Context: an optimization exercise on an open-source flow, tuned for small area and a short achievable clock period. The choices shown serve that exercise and are no tape-out recipe. Where RTL was checked, it was by simulation tests only, not by an equivalence proof against the original. Power is estimated from default activity; no workload was simulated.

Setup of job 1988:
## mips_exec_stage
module mips_exec_stage
#(
  parameter logic [31:0] EXCEPT_VEC = 32'h8000_0000
)
(
  input  logic                  clk,
  input  logic                  rst_n,
  input  logic                  instr_valid,
  input  logic [WORD_W-1:0]     instr,
  input  logic [WORD_W-1:0]     rs_data,
  input  logic [WORD_W-1:0]     rt_data,
  input  logic [PC_W-1:0]       pc_crnt,
  input  logic [PC_W-1:0]       pc_next,
  input  logic                  cause_bd,
  input  logic                  exl,
  output logic                  greg_wen,
  output logic [REG_ADDR_W-1:0] greg_waddr,
  output logic [WORD_W-1:0]     greg_wdata,
  output logic                  pcreg_wen,
  output logic [PC_W-1:0]       pcreg_wdata,
  output logic                  exception,
  output logic                  cause_wen,
  output logic [3:0]            cause_excode,
  output logic                  epc_wen,
  output logic [WORD_W-1:0]     epc_data
);
==> flow/config.mk <==
export PLATFORM = sky130hd
export DESIGN_NAME = mips_exec_stage
export DESIGN_NICKNAME = mips_exec_stage
export VERILOG_FILES = /design/flow/design.v
export SDC_FILE = /design/flow/constraint.sdc
export NUM_CORES = 4
export LEC_CHECK = 0
export CAP_MARGIN = 20
export CORE_MARGIN = 2
export CORE_UTILIZATION = 50
export CTS_BUF_LIST = sky130_fd_sc_hd__clkbuf_8
export CTS_CLUSTER_DIAMETER = 40
export CTS_CLUSTER_SIZE = 8
export PLACE_DENSITY = 0.75
export SETUP_SLACK_MARGIN = 3.0
export SLEW_MARGIN = 20
export BUFFER_PORTS_ARGS = -buffer_cell sky130_fd_sc_hd__buf_1
==> flow/constraint.sdc <==
create_clock -name core_clock -period 8.0 [get_ports {clk}]
set_input_delay 1.6000 -clock core_clock [delete_from_list [all_inputs] [get_ports {clk}]]
set_output_delay 1.6000 -clock core_clock [all_outputs]
set_load 0.01 [all_outputs]
standard.sh (not shown) runs the stock make flow with config.mk's settings and CLKGATE_MAP_FILE= SYNTH_SCRIPT=/design/flow/synth_recipe.tcl, a recipe that flattens the netlist after the stock synthesis.
==> flow/flow/run.sh <==
#!/bin/bash
set -e
echo "export BUFFER_PORTS_ARGS = -buffer_cell sky130_fd_sc_hd__buf_1" >> config.mk
export BUFFER_PORTS_ARGS="-buffer_cell sky130_fd_sc_hd__buf_1"
bash standard.sh > standard.log 2>&1
Per the final summary, job 1988 finished and its layout is clean on timing, DRC and antenna.
For job 4298, these inputs were changed with respect to job 1988:
Settings: SETUP_SLACK_MARGIN now 3.25, was 3.0; ABC_AREA now 1, previously not set; CTS_CLUSTER_SIZE no longer set, was 8; CTS_BUF_LIST no longer set, was sky130_fd_sc_hd__clkbuf_8; CTS_CLUSTER_DIAMETER no longer set, was 40.
==> comparison <==
- The final layouts of job 1988 and job 4298 pass the timing, DRC and antenna checks.
- Vias: job 4298 above job 1988
- From job 1988 to job 4298 the numbers moved as follows: DRC violation total after the first TritonRoute iteration up about 10%, total power went up about 6%.
- Between job 1988 and job 4298, the flow reports filler-free cell count of the finished design increasing by more than 10%.
- Of the two values seen for endpoint of the worst setup timing path, i_commit.g_merge.wdata_q[17] was produced by job 4298 and i_commit.g_merge.wdata_q[23] by job 1988.
- Worst-path cell with the longest stage delay = nor4_2: job 4298; worst-path cell with the longest stage delay = ha_1: job 1988
- The internal power component number comes out lower for job 1988 vs job 4298.
Modified inputs, job 8065 compared to job 4298
Settings: changing SETUP_SLACK_MARGIN from 3.25 to 3.5.
- Combinational power (higher): job 8065
- Reported for job 4298 and job 8065, hold-fix buffer count after cts turned out identical to the last digit.
- Worst hold slack ends up higher on job 4298.
- Status | job 4298 and job 8065 | clean
- On final setup slack of the worst path, the higher figure sits with job 4298, not job 8065.
- Number of design-rule violations left by the first detailed-router iteration in job 8065 vs job 4298: down about 9%
- Job 8065 vs job 4298: part of the power in the clock network down in job 8065
- Looking only at routed length on met2, and setting everything else aside, the lower value of job 4298 and job 8065 goes to job 4298.
- Compare job 4298 and job 8065 | sequential cell fraction of total power lower: job 8065
- Job 4298 has lower minimum clock period than job 8065.
- Against job 4298, job 8065 reports a met2 routing resource usage after global routing that is lower.
- Total power of job 8065 is higher than that of job 4298.
### job 8065 -> job 7040
Settings: swapping 3.5 for 2.75 in SETUP_SLACK_MARGIN; clearing ABC_AREA, which used to be 1.
Results
In the reports for job 8065 and job 7040, the smaller global routing usage summed across all routing layers belongs to job 7040. Number of clock buffers in the layout is higher on job 7040. In the flow results for job 8065 and job 7040, the combinational cell fraction of total power is smaller on job 7040. Number of global-route vias before repair: job 8065 and job 7040 compared, higher one is job 8065. Mean area per synthesized cell (job 8065 / job 7040): 0.77. Job 7040 ended with more area fraction in compound gates after synthesis than job 8065. Of job 8065 and job 7040, job 8065 shows the higher first-iteration DRC count, with job 7040 below it. Of job 8065 and job 7040, job 8065 shows the higher final instance count without filler cells, with job 7040 below it. The worst setup slack reported for job 7040 is smaller than that of job 8065 by 350 ps. On total power, job 7040 does better than job 8065.
Input changes introduced in job 470 (baseline for comparison: job 7040):
Settings: a change of SETUP_SLACK_MARGIN from 2.75 to 3.0; a change of CORE_UTILIZATION from 50 to 60.
### Flow results
Routed wire length in job 470 is 1.3 mm lower than in job 7040. Job 470 leaves more setup margin than job 7040. Summary of job 470 over job 7040: met2 capacity usage during global routing increased by 5.7 points relative to the old numbers; final cell area excluding filler cells moved up. When the final numbers for job 7040 and job 470 were put side by side, the detailed-placement wirelength estimate turned out to be smaller in job 470. For the part of the power in the clock network, job 470 came in 1.5 points lower than job 7040 did. Cmp job 7040 and job 470 / fraction of area in registers / higher: job 7040. NOTE overall die area job 7040->job 470 decreased by more than 10%. Cell at the slowest stage of the critical path: fa_2 -> job 470, a2111oi_1 -> job 7040. Changes observed in job 470 relative to job 7040: number of ordinary and repair buffers in the finished layout grew by about 5%; logic gate share of total power grew by 1.6 points; net load switching power grew by about 5%.
> inputs changed (job 470 -> job 1040)
Settings: changing CORE_UTILIZATION from 60 to 50.
- Delta (job 1040 minus job 470): average instance area after synthesis now sits at about the same level; wire length after detailed routing now larger; combinational power closely matched the old numbers.
- On worst slack after detailed placement, the lower figure sits with job 1040, not job 470.

---

## run A
mips_exec_stage, a different RTL version from the one above (not shown whole).
Size: roughly 1400 cells after synthesis, about 270 I/O pins.
// mips_exec_stage
module mips_exec_stage
#(
  parameter logic [31:0] EXCEPT_VEC = 32'h8000_0000
)
(
  input  logic                  clk,
  input  logic                  rst_n,
  input  logic                  instr_valid,
  input  logic [WORD_W-1:0]     instr,
  input  logic [WORD_W-1:0]     rs_data,
  input  logic [WORD_W-1:0]     rt_data,
  input  logic [PC_W-1:0]       pc_crnt,
  input  logic [PC_W-1:0]       pc_next,
  input  logic                  cause_bd,
  input  logic                  exl,
  output logic                  greg_wen,
  output logic [REG_ADDR_W-1:0] greg_waddr,
  output logic [WORD_W-1:0]     greg_wdata,
  output logic                  pcreg_wen,
  output logic [PC_W-1:0]       pcreg_wdata,
  output logic                  exception,
  output logic                  cause_wen,
  output logic [3:0]            cause_excode,
  output logic                  epc_wen,
  output logic [WORD_W-1:0]     epc_data
);
==> flow/config.mk <==
export PLATFORM = sky130hd
export DESIGN_NAME = mips_exec_stage
export DESIGN_NICKNAME = mips_exec_stage
export VERILOG_FILES = /design/flow/design.v
export SDC_FILE = /design/flow/constraint.sdc
export NUM_CORES = 4
export LEC_CHECK = 0
export CAP_MARGIN = 20
export CORE_MARGIN = 2
export CORE_UTILIZATION = 25
export SETUP_SLACK_MARGIN = 2.5
export SLEW_MARGIN = 20
==> flow/constraint.sdc <==
create_clock -name core_clock -period 8.0 [get_ports {clk}]
set_input_delay 1.6000 -clock core_clock [delete_from_list [all_inputs] [get_ports {clk}]]
set_output_delay 1.6000 -clock core_clock [all_outputs]
set_load 0.01 [all_outputs]
==> flow/flow/run.sh <==
#!/bin/bash
set -euo pipefail
here=$(pwd)
rm -rf "$here/scripts"
cp -r "$FLOW_HOME/scripts" "$here/scripts"
cp "$here/flow/abc.script" "$here/scripts/abc_speed.script"
sed -e "s#SYNTH_SCRIPT=#SCRIPTS_DIR=$here/scripts BUFFER_PORTS_ARGS='-buffer_cell sky130_fd_sc_hd__buf_1' SYNTH_SCRIPT=#" standard.sh > flow_standard.sh
grep -q "SCRIPTS_DIR=$here/scripts" flow_standard.sh
bash flow_standard.sh > standard.log 2>&1
==> flow/flow/abc.script <==
strash
dch
amap
topo
stime -c
Run A went all the way through the flow, and no timing, DRC or antenna check failed.
Edits applied to the flow inputs when going from run A to run B:
# run A
export LEC_CHECK = 0
export CAP_MARGIN = 20
export CORE_MARGIN = 2
export CORE_UTILIZATION = 25
export SETUP_SLACK_MARGIN = 2.5
export SLEW_MARGIN = 20
create_clock -name core_clock -period 8.0 [get_ports {clk}]
# run B
export LEC_CHECK = 0
export CAP_MARGIN = 20
export CORE_MARGIN = 2
export CORE_UTILIZATION = 25
export SETUP_SLACK_MARGIN = 2.5
export SLEW_MARGIN = 20
export BUFFER_PORTS_ARGS = -buffer_cell sky130_fd_sc_hd__buf_1
create_clock -name core_clock -period 8.0 [get_ports {clk}]
==> flow/flow/run.sh <==
#!/bin/bash
set -e
echo "export BUFFER_PORTS_ARGS = -buffer_cell sky130_fd_sc_hd__buf_1" >> config.mk
export BUFFER_PORTS_ARGS="-buffer_cell sky130_fd_sc_hd__buf_1"
bash standard.sh > standard.log 2>&1
removed: flow/flow/abc.script
==> comparison <==
The lower final area came out of run B. Measured against each other, run A and run B differ in post-placement cell area, the higher figure coming from run B. In the final design statistics, run B uses more standard cells in total than run A. Re initial antenna violation count: run A and run B aren't equal, and the higher value belongs to run A. After detailed routing, run A needs less wire than run B. In the metrics for run A and run B, the one carrying the lower die outline area is run A. Proportion of power drawn by the clock network: run B > run A. The number of cells produced by synthesis reported for run B is greater than that of run A by 8.8%.
Edits applied to the flow inputs when going from run B to run C:
# run B
export LEC_CHECK = 0
export CAP_MARGIN = 20
export CORE_MARGIN = 2
export CORE_UTILIZATION = 25
export SETUP_SLACK_MARGIN = 2.5
export SLEW_MARGIN = 20
export BUFFER_PORTS_ARGS = -buffer_cell sky130_fd_sc_hd__buf_1
create_clock -name core_clock -period 8.0 [get_ports {clk}]
# run C
export LEC_CHECK = 0
export CAP_MARGIN = 20
export CORE_MARGIN = 2
export CORE_UTILIZATION = 25
export SETUP_SLACK_MARGIN = 3.5
export SLEW_MARGIN = 20
export BUFFER_PORTS_ARGS = -buffer_cell sky130_fd_sc_hd__buf_1
create_clock -name core_clock -period 8.0 [get_ports {clk}]
==> comparison <==
- Comparing run C and run B, the lower clock distribution power was measured on run B.
- [compare] base=run B new=run C: number of nets in the synthesized netlist essentially unchanged; wire length of the first global-routing pass increased about 3.2%; wire length reported by the detailed router increased 1.4 mm.
#### Input delta (run D over run C)
# run C
export LEC_CHECK = 0
export CAP_MARGIN = 20
export CORE_MARGIN = 2
export CORE_UTILIZATION = 25
export SETUP_SLACK_MARGIN = 3.5
export SLEW_MARGIN = 20
export BUFFER_PORTS_ARGS = -buffer_cell sky130_fd_sc_hd__buf_1
create_clock -name core_clock -period 8.0 [get_ports {clk}]
# run D
export LEC_CHECK = 0
export CAP_MARGIN = 20
export CORE_MARGIN = 2
export CORE_UTILIZATION = 50
export SETUP_SLACK_MARGIN = 3.0
export SLEW_MARGIN = 20
export BUFFER_PORTS_ARGS = -buffer_cell sky130_fd_sc_hd__buf_1
create_clock -name core_clock -period 8.0 [get_ports {clk}]
### Flow results
- The share of layout cells above drive strength 1 of run D falls short of that of run C by 1.4 points.
- Summary of run D over run C: critical path depth increased by 1 relative to the old numbers; total setup buffers inserted after CTS decreased by about 20% relative to the old numbers.
- Measured against each other, run D and run C differ in combined global-route utilization of all metal layers, the lower figure coming from run C.
[inputs] run E vs run D
# run D
export LEC_CHECK = 0
export CAP_MARGIN = 20
export CORE_MARGIN = 2
export CORE_UTILIZATION = 50
export SETUP_SLACK_MARGIN = 3.0
export SLEW_MARGIN = 20
export BUFFER_PORTS_ARGS = -buffer_cell sky130_fd_sc_hd__buf_1
create_clock -name core_clock -period 8.0 [get_ports {clk}]
# run E
export LEC_CHECK = 0
export CAP_MARGIN = 20
export CORE_MARGIN = 2
export CORE_UTILIZATION = 25
export SETUP_SLACK_MARGIN = 3.0
export SLEW_MARGIN = 20
export BUFFER_PORTS_ARGS = -buffer_cell sky130_fd_sc_hd__buf_1
create_clock -name core_clock -period 8.0 [get_ports {clk}]
Notes after the runs:
- Cell count: run E higher than run D
- Going from run D to run E, layout filler cell count grew by more than 100%.
- Run E against run D; buffer count excluding the clock tree in the final layout is down slightly.
- Final clock period utilization by the worst path: higher on run E
- Register fraction of the total cell area (lower): run E
- Run E ends up with a antenna diode instance count that is 1 higher than in run D.
- Run D leaves more setup margin than run E.
- Run E against run D: via count went up, area added between synthesis and finish went up.
Function was not checked in any run of this note: the RTL went through the layout flow alone.

==> port drivers added, routing unchanged <==
No port has a modelled driver above. Below, the same layouts with a new extraction and two added sets of constraints. Step 1, drivers: a clkbuf_16 drives clk and a buf_2 each remaining input, both assumed. Step 2, shift: input delay + t, output delay - t, t = (earliest + latest rising clock arrival at the registers) / 2. This alone moves slack from input paths to output paths. a / b / c = ideal / step 1 / step 2; a / b = the first two.
run	shift t [ns]	slack for setup (ns)	worst hold slack (ns)	worst setup path at the end
job 1988	0.438	3.055 / 3.038 / 2.600	1.360 / 1.340 / 1.777	input to register
job 4298	0.408	3.337 / 3.332 / 2.924	1.415 / 1.395 / 1.803	input to register
job 8065	0.392	3.233 / 3.208 / 2.817	1.402 / 1.380 / 1.771	input to register
job 7040	0.394	2.880 / 2.862 / 2.468	1.400 / 1.376 / 1.770	input to register
job 470	0.423	3.047 / 3.045 / 2.621	1.385 / 1.361 / 1.785	input to register
job 1040	0.410	3.076 / 3.084 / 2.674	1.399 / 1.375 / 1.785	input to register
run A	0.409	2.184 / 2.167 / 1.758	1.391 / 1.372 / 1.781	input to register
run B	0.435	2.566 / 2.570 / 2.135	1.389 / 1.363 / 1.798	input to register
run C	0.441	2.942 / 2.937 / 2.496	1.447 / 1.414 / 1.855	input to register
run D	0.410	3.033 / 3.017 / 2.607	1.425 / 1.395 / 1.805	input to register
run E	0.420	2.921 / 2.913 / 2.493	1.416 / 1.401 / 1.821	input to register
After both steps every run listed still meets setup and hold. For job 1988, which loses most, drivers alone change the setup slack by -0.017 ns; drivers and shift together by -0.455 ns.
